This design comes from an exercise in tuning for small area on the open sky130 flow, not from production work.
At most, simulation tests tie the RTL to the original design; equivalence was not proved.
Power and IR drop assume default switching activity.

// gauss_filter_top
module gauss_filter_top
(
  input  logic   clk,
  input  logic   rst,
  input  gauss_pkg::pixel_t pa,
  input  gauss_pkg::pixel_t pb,
  input  gauss_pkg::pixel_t pc,
  input  gauss_pkg::pixel_t pd,
  input  gauss_pkg::pixel_t pe,
  output gauss_pkg::pixel_t p_out
);
Size: ~790 cells after synthesis, roughly 310 flip-flops, ~12000 µm² of cells after synthesis.
==> flow/config.mk <==
export PLATFORM = sky130hd
export DESIGN_NAME = gauss_filter_top
export DESIGN_NICKNAME = gauss_filter_top
export VERILOG_FILES = /design/flow/design.v
export SDC_FILE = /design/flow/constraint.sdc
export NUM_CORES = 4
export LEC_CHECK = 0
export CAP_MARGIN = 20
export CORE_MARGIN = 2
export CORE_UTILIZATION = 70
export CTS_BUF_LIST = sky130_fd_sc_hd__clkbuf_8
export CTS_CLUSTER_DIAMETER = 60
export CTS_CLUSTER_SIZE = 16
export GPL_TIMING_DRIVEN = 0
export PLACE_DENSITY = 0.8
export SLEW_MARGIN = 20
export SYNTH_HIERARCHICAL = 1
==> flow/constraint.sdc <==
create_clock -name core_clock -period 5.0 [get_ports {clk}]
set_input_delay 1.0000 -clock core_clock [delete_from_list [all_inputs] [get_ports {clk}]]
set_output_delay 1.0000 -clock core_clock [all_outputs]
set_load 0.01 [all_outputs]
run.sh (not shown) runs the stock make flow with config.mk's settings and CLKGATE_MAP_FILE= SYNTH_SCRIPT=/design/flow/synth_recipe.tcl, a recipe that flattens the netlist after the stock synthesis.
Change:
==> flow/flow/run.sh (new file) <==
#!/bin/bash
cp standard.sh standard_copy.txt
export BUFFER_PORTS_ARGS="-buffer_cell sky130_fd_sc_hd__buf_1"
bash standard.sh finish > standard_flow.log 2>&1
==> flow/standard.sh (new file) <==
#!/bin/bash
# synth_recipe.tcl (not shown) runs the flow's synth.tcl, then flattens the netlist and writes it again
# the make line also repeats each setting of config.mk as NAME=value (left out here)
make -C /OpenROAD-flow-scripts/flow DESIGN_CONFIG=/design/flow/config.mk WORK_HOME=/design/flow/orfs CLKGATE_MAP_FILE= SYNTH_SCRIPT=/design/flow/synth_recipe.tcl "${@:-finish}"
- CTS_BUF_LIST: sky130_fd_sc_hd__clkbuf_8 -> sky130_fd_sc_hd__clkbuf_4 sky130_fd_sc_hd__clkbuf_8
- CTS_CLUSTER_DIAMETER: 60 -> 50
- CTS_CLUSTER_SIZE: 16 -> 12
removed: flow/run.sh
=>
- The changed run produced a clean layout
- global-route usage climbs by 0.64 points
- final cell count grows by 0.73%
- design area fell by 1.3%
- sequential share of layout area increases by 0.60 points
Change:
- CTS_BUF_LIST: sky130_fd_sc_hd__clkbuf_4 sky130_fd_sc_hd__clkbuf_8 -> sky130_fd_sc_hd__clkbuf_8
- CTS_CLUSTER_DIAMETER: 50 -> 70
- CTS_CLUSTER_SIZE: 12 -> 20
Effect: Via count fell by 1.3%. Routed wire length fell by 1.8%. Total power fell by 3.4%. Sequential power stays flat. First-iteration DRC count rose by 24%. Critical path depth does not change.

========
gauss_filter_top, a different RTL version from the one above (not shown whole).
Size in the first run: ~950 cells after synthesis, ~50 I/O pins.
==> flow/config.mk <==
export PLATFORM = sky130hd
export DESIGN_NAME = gauss_filter_top
export DESIGN_NICKNAME = gauss_filter_top
export VERILOG_FILES = /design/flow/design.v
export SDC_FILE = /design/flow/constraint.sdc
export NUM_CORES = 4
export LEC_CHECK = 0
export CAP_MARGIN = 20
export CORE_MARGIN = 2
export CORE_UTILIZATION = 40
export CTS_BUF_LIST = sky130_fd_sc_hd__clkbuf_4 sky130_fd_sc_hd__clkbuf_8
export CTS_CLUSTER_SIZE = 30
export SLEW_MARGIN = 20
export SYNTH_HIERARCHICAL = 1
==> flow/constraint.sdc <==
create_clock -name core_clock -period 5.0 [get_ports {clk}]
set_input_delay 1.0000 -clock core_clock [delete_from_list [all_inputs] [get_ports {clk}]]
set_output_delay 1.0000 -clock core_clock [all_outputs]
set_load 0.01 [all_outputs]
Stock flow here: none of the scripts above is used.
The baseline ran to the end with no violations.
Edit:
CTS_BUF_LIST = not set   (was sky130_fd_sc_hd__clkbuf_4 sky130_fd_sc_hd__clkbuf_8)
CTS_CLUSTER_SIZE = not set   (was 30)
Outcome: Design area barely changes. Area after synthesis does not change. First-iteration DRC count drops by 3.3%.
Function was not checked in any run of this note: the RTL went through the layout flow alone.

========
gauss_filter_top, a different RTL version from the one above (not shown whole).
For scale: about 310 flip-flops, about 12000 um2 of cells after synthesis.
clock: 5.0 ns
lec_check: 0
cap_margin: 20
core_margin: 2
core_utilization: 70
cts_buf_list: sky130_fd_sc_hd__clkbuf_8
cts_cluster_diameter: 60
cts_cluster_size: 16
gpl_timing_driven: 0
place_density: 0.8
slew_margin: 20
synth_hierarchical: 1
standard.sh (not shown) runs the stock make flow with config.mk's settings and CLKGATE_MAP_FILE= SYNTH_SCRIPT=/design/flow/synth_recipe.tcl, a recipe that flattens the netlist after the stock synthesis.
==> flow/flow/run.sh <==
#!/bin/bash
cp standard.sh standard_copy.txt
export BUFFER_PORTS_ARGS="-buffer_cell sky130_fd_sc_hd__buf_1"
export CTS_ARGS="-sink_clustering_enable -repair_clock_nets -dont_use_dummy_load -buf_list sky130_fd_sc_hd__clkbuf_8 -sink_clustering_size 16 -sink_clustering_max_diameter 60"
bash standard.sh finish > standard_flow.log 2>&1
==> next run, changes <==
--- a/flow/config.mk
+++ b/flow/config.mk
@@ -9,3 +9,3 @@
 export CORE_MARGIN = 2
-export CORE_UTILIZATION = 70
+export CORE_UTILIZATION = 75
 export CTS_BUF_LIST = sky130_fd_sc_hd__clkbuf_8
@@ -14,3 +14,3 @@
 export GPL_TIMING_DRIVEN = 0
-export PLACE_DENSITY = 0.8
+export PLACE_DENSITY = 0.9
 export SLEW_MARGIN = 20
The changed run finished with timing, DRC and antenna clean. Clock-buffer cell count stays the same. Worst hold slack gains 0.011 ns. Global-route usage rose by 3.8 points. Utilization rose by 5.9 points. Power rose by a few percent. Final cell count fell slightly. Wire length rose by about a fifth. Via count rose by a few percent.

========
Setup of oak:
Another version of the RTL of gauss_filter_top (not shown whole).
Size: ~310 flip-flops.
clock: 5.0 ns
lec_check: 0
cap_margin: 20
core_margin: 2
core_utilization: 55
cts_buf_list: sky130_fd_sc_hd__clkbuf_8
cts_cluster_diameter: 60
cts_cluster_size: 16
place_density: 0.7
slew_margin: 20
synth_hierarchical: 1
run.sh (not shown) runs the stock make flow with config.mk's settings and CLKGATE_MAP_FILE= SYNTH_SCRIPT=/design/flow/synth_recipe.tcl, a recipe that flattens the netlist after the stock synthesis.
Stock flow here: none of the scripts above is used.
Relative to oak, the following input files were edited for pine:
# oak
export LEC_CHECK = 0
export CAP_MARGIN = 20
export CORE_MARGIN = 2
export CORE_UTILIZATION = 55
export CTS_BUF_LIST = sky130_fd_sc_hd__clkbuf_8
export CTS_CLUSTER_DIAMETER = 60
export CTS_CLUSTER_SIZE = 16
export PLACE_DENSITY = 0.7
export SLEW_MARGIN = 20
export SYNTH_HIERARCHICAL = 1
create_clock -name core_clock -period 5.0 [get_ports {clk}]
# pine
export LEC_CHECK = 0
export CAP_MARGIN = 20
export CORE_MARGIN = 2
export CORE_UTILIZATION = 70
export CTS_BUF_LIST = sky130_fd_sc_hd__clkbuf_8
export CTS_CLUSTER_DIAMETER = 60
export CTS_CLUSTER_SIZE = 16
export PLACE_DENSITY = 0.8
export SLEW_MARGIN = 20
export SYNTH_HIERARCHICAL = 1
create_clock -name core_clock -period 5.0 [get_ports {clk}]
==> comparison <==
- Setup slack in pine is larger than in oak.
- Re critical path depth: no difference whatsoever between pine and oak.
- pine -> oak: total of max-cap violations delta 0, exact match
- [compare] base=oak new=pine: signed area change from the synthesized netlist to the final layout decreased by 0.80 points relative to the old numbers, overall power consumption increased by about 0.6% relative to the old numbers.
- pine vs. oak: floorplan die width fell by about 11%, worst hold slack across all endpoints rose by 0.0061 ns, detailed-routed wire length on met3 fell by 49 µm, die span in y fell by 11%.
The inputs of birch differ from those of pine as listed below.
# pine
export LEC_CHECK = 0
export CAP_MARGIN = 20
export CORE_MARGIN = 2
export CORE_UTILIZATION = 70
export CTS_BUF_LIST = sky130_fd_sc_hd__clkbuf_8
export CTS_CLUSTER_DIAMETER = 60
export CTS_CLUSTER_SIZE = 16
export PLACE_DENSITY = 0.8
export SLEW_MARGIN = 20
export SYNTH_HIERARCHICAL = 1
create_clock -name core_clock -period 5.0 [get_ports {clk}]
# birch
export LEC_CHECK = 0
export CAP_MARGIN = 20
export CORE_MARGIN = 2
export CORE_UTILIZATION = 40
export CTS_BUF_LIST = sky130_fd_sc_hd__clkbuf_8
export CTS_CLUSTER_DIAMETER = 60
export CTS_CLUSTER_SIZE = 16
export SLEW_MARGIN = 20
export SYNTH_HIERARCHICAL = 1
create_clock -name core_clock -period 5.0 [get_ports {clk}]
Results
- First-pass GRT wire length delta (birch -> pine): insignificant
- pine was smaller in final cell area than birch.
- birch vs pine, combinational power went down by about 4%.
- Per the comparison of birch with pine, per-cell via count in the routed design lower; worst slew margin relative to its limit higher; number of cells in the finished layout apart from fillers higher.
- Re met3 track demand over resource in global routing: birch and pine aren't equal, and the higher value belongs to pine.
- Against pine, birch reports a total power that is lower.
- birch gives more tapcell count than pine did.

========
run A:
RTL: one of the versions met above, not the one the previous note started from.
Size in the first run: roughly 310 flip-flops, about 50 I/O pins.
export LEC_CHECK = 0
export CAP_MARGIN = 20
export CORE_MARGIN = 2
export CORE_UTILIZATION = 70
export CTS_BUF_LIST = sky130_fd_sc_hd__clkbuf_8
export CTS_CLUSTER_DIAMETER = 60
export CTS_CLUSTER_SIZE = 16
export GPL_ROUTABILITY_DRIVEN = 0
export GPL_TIMING_DRIVEN = 0
export PLACE_DENSITY = 0.8
export SLEW_MARGIN = 20
export SYNTH_HIERARCHICAL = 1
create_clock -name core_clock -period 5.0 [get_ports {clk}]
standard.sh (not shown) runs the stock make flow with config.mk's settings and CLKGATE_MAP_FILE= SYNTH_SCRIPT=/design/flow/synth_recipe.tcl, a recipe that flattens the netlist after the stock synthesis.
Scripts as last shown in full above: flow/flow/run.sh
Here is what was changed in the inputs of run B compared with run A.
- a deleted GPL_ROUTABILITY_DRIVEN that had been 0
diff --git a/flow/flow/run.sh b/flow/flow/run.sh
--- a/flow/flow/run.sh
+++ b/flow/flow/run.sh
@@ -4,2 +4,3 @@
 export CTS_ARGS="-sink_clustering_enable -repair_clock_nets -dont_use_dummy_load -buf_list sky130_fd_sc_hd__clkbuf_8 -sink_clustering_size 16 -sink_clustering_max_diameter 60"
+export RECOVER_POWER=50
 bash standard.sh finish > standard_flow.log 2>&1
==> notes.md <==
Global-route track usage on met1 came out exactly the same in run B and run A.
As far as layout multi-input combinational cell count goes, run B and run A are indistinguishable; the numbers are identical.
Diff run B..run A | wire length of the first global-routing pass | unchanged
Inputs modified between run B and run C:
- CORE_UTILIZATION now 60, was 70
- PLACE_DENSITY now 0.7, was 0.8
diff --git a/flow/flow/run.sh b/flow/flow/run.sh
--- a/flow/flow/run.sh
+++ b/flow/flow/run.sh
@@ -4,3 +4,2 @@
 export CTS_ARGS="-sink_clustering_enable -repair_clock_nets -dont_use_dummy_load -buf_list sky130_fd_sc_hd__clkbuf_8 -sink_clustering_size 16 -sink_clustering_max_diameter 60"
-export RECOVER_POWER=50
 bash standard.sh finish > standard_flow.log 2>&1
[summary]
- Looking only at peak supply drop, and setting everything else aside, the lower value of run B and run C goes to run C.
- | total power | run B vs run C | ≈ equal |
- The via count reported for run C is higher than the one for run B.
- Taking run B as the reference, in run C critical path depth went down 1, area inside the core boundary went up about 17%, full die area went up about 16%, post-route minimum period went down 4.0 ps.

port drivers added, routing unchanged:
In the flow no input, the clock included, has a driving cell. The finished layouts below were timed again as built, in two steps.
Step 1: set_driving_cell puts a clkbuf_16 on clk and a buf_2 on each other input, an assumption about the parent block.
Step 2, shift: input delay + t, output delay - t, t = (earliest + latest rising clock arrival at the registers) / 2. This alone moves slack from input paths to output paths.
Three values: ideal ports, drivers, drivers and shift; two values: the first two.
run | t (ns) | setup WS [ns] | worst register clock-pin slew, ns
the first run of note 1 | 0.577 | 0.140 / 0.140 / -0.215 | 0.10 / 0.10
the second run of note 1 | 0.621 | 0.150 / 0.150 / 0.063 | 0.08 / 0.08
the third run of note 1 | 0.561 | 0.152 / 0.152 / 0.070 | 0.13 / 0.13
the first run of note 2 | 0.614 | 0.299 / 0.301 / -0.296 | 0.06 / 0.06
the second run of note 2 | 0.560 | 0.243 / 0.268 / -0.292 | 0.06 / 0.06
the first run of note 3 | 0.566 | 0.172 / 0.172 / 0.103 | 0.11 / 0.11
the second run of note 3 | 0.562 | 0.123 / 0.123 / 0.068 | 0.11 / 0.11
oak | 0.586 | 0.225 / 0.225 / -0.181 | 0.10 / 0.10
pine | 0.591 | 0.261 / 0.261 / -0.207 | 0.11 / 0.11
birch | 0.602 | 0.292 / 0.292 / -0.143 | 0.10 / 0.10
run A | 0.566 | 0.172 / 0.172 / 0.103 | 0.11 / 0.11
run B | 0.566 | 0.172 / 0.172 / 0.103 | 0.11 / 0.11
run C | 0.564 | 0.176 / 0.176 / 0.126 | 0.10 / 0.10
With both steps, setup timing fails in 6 of these runs, where it was met with ideal ports. The setup slack of the first run of note 2, which loses most, moves by +0.002 ns with the drivers and by -0.595 ns with both steps.
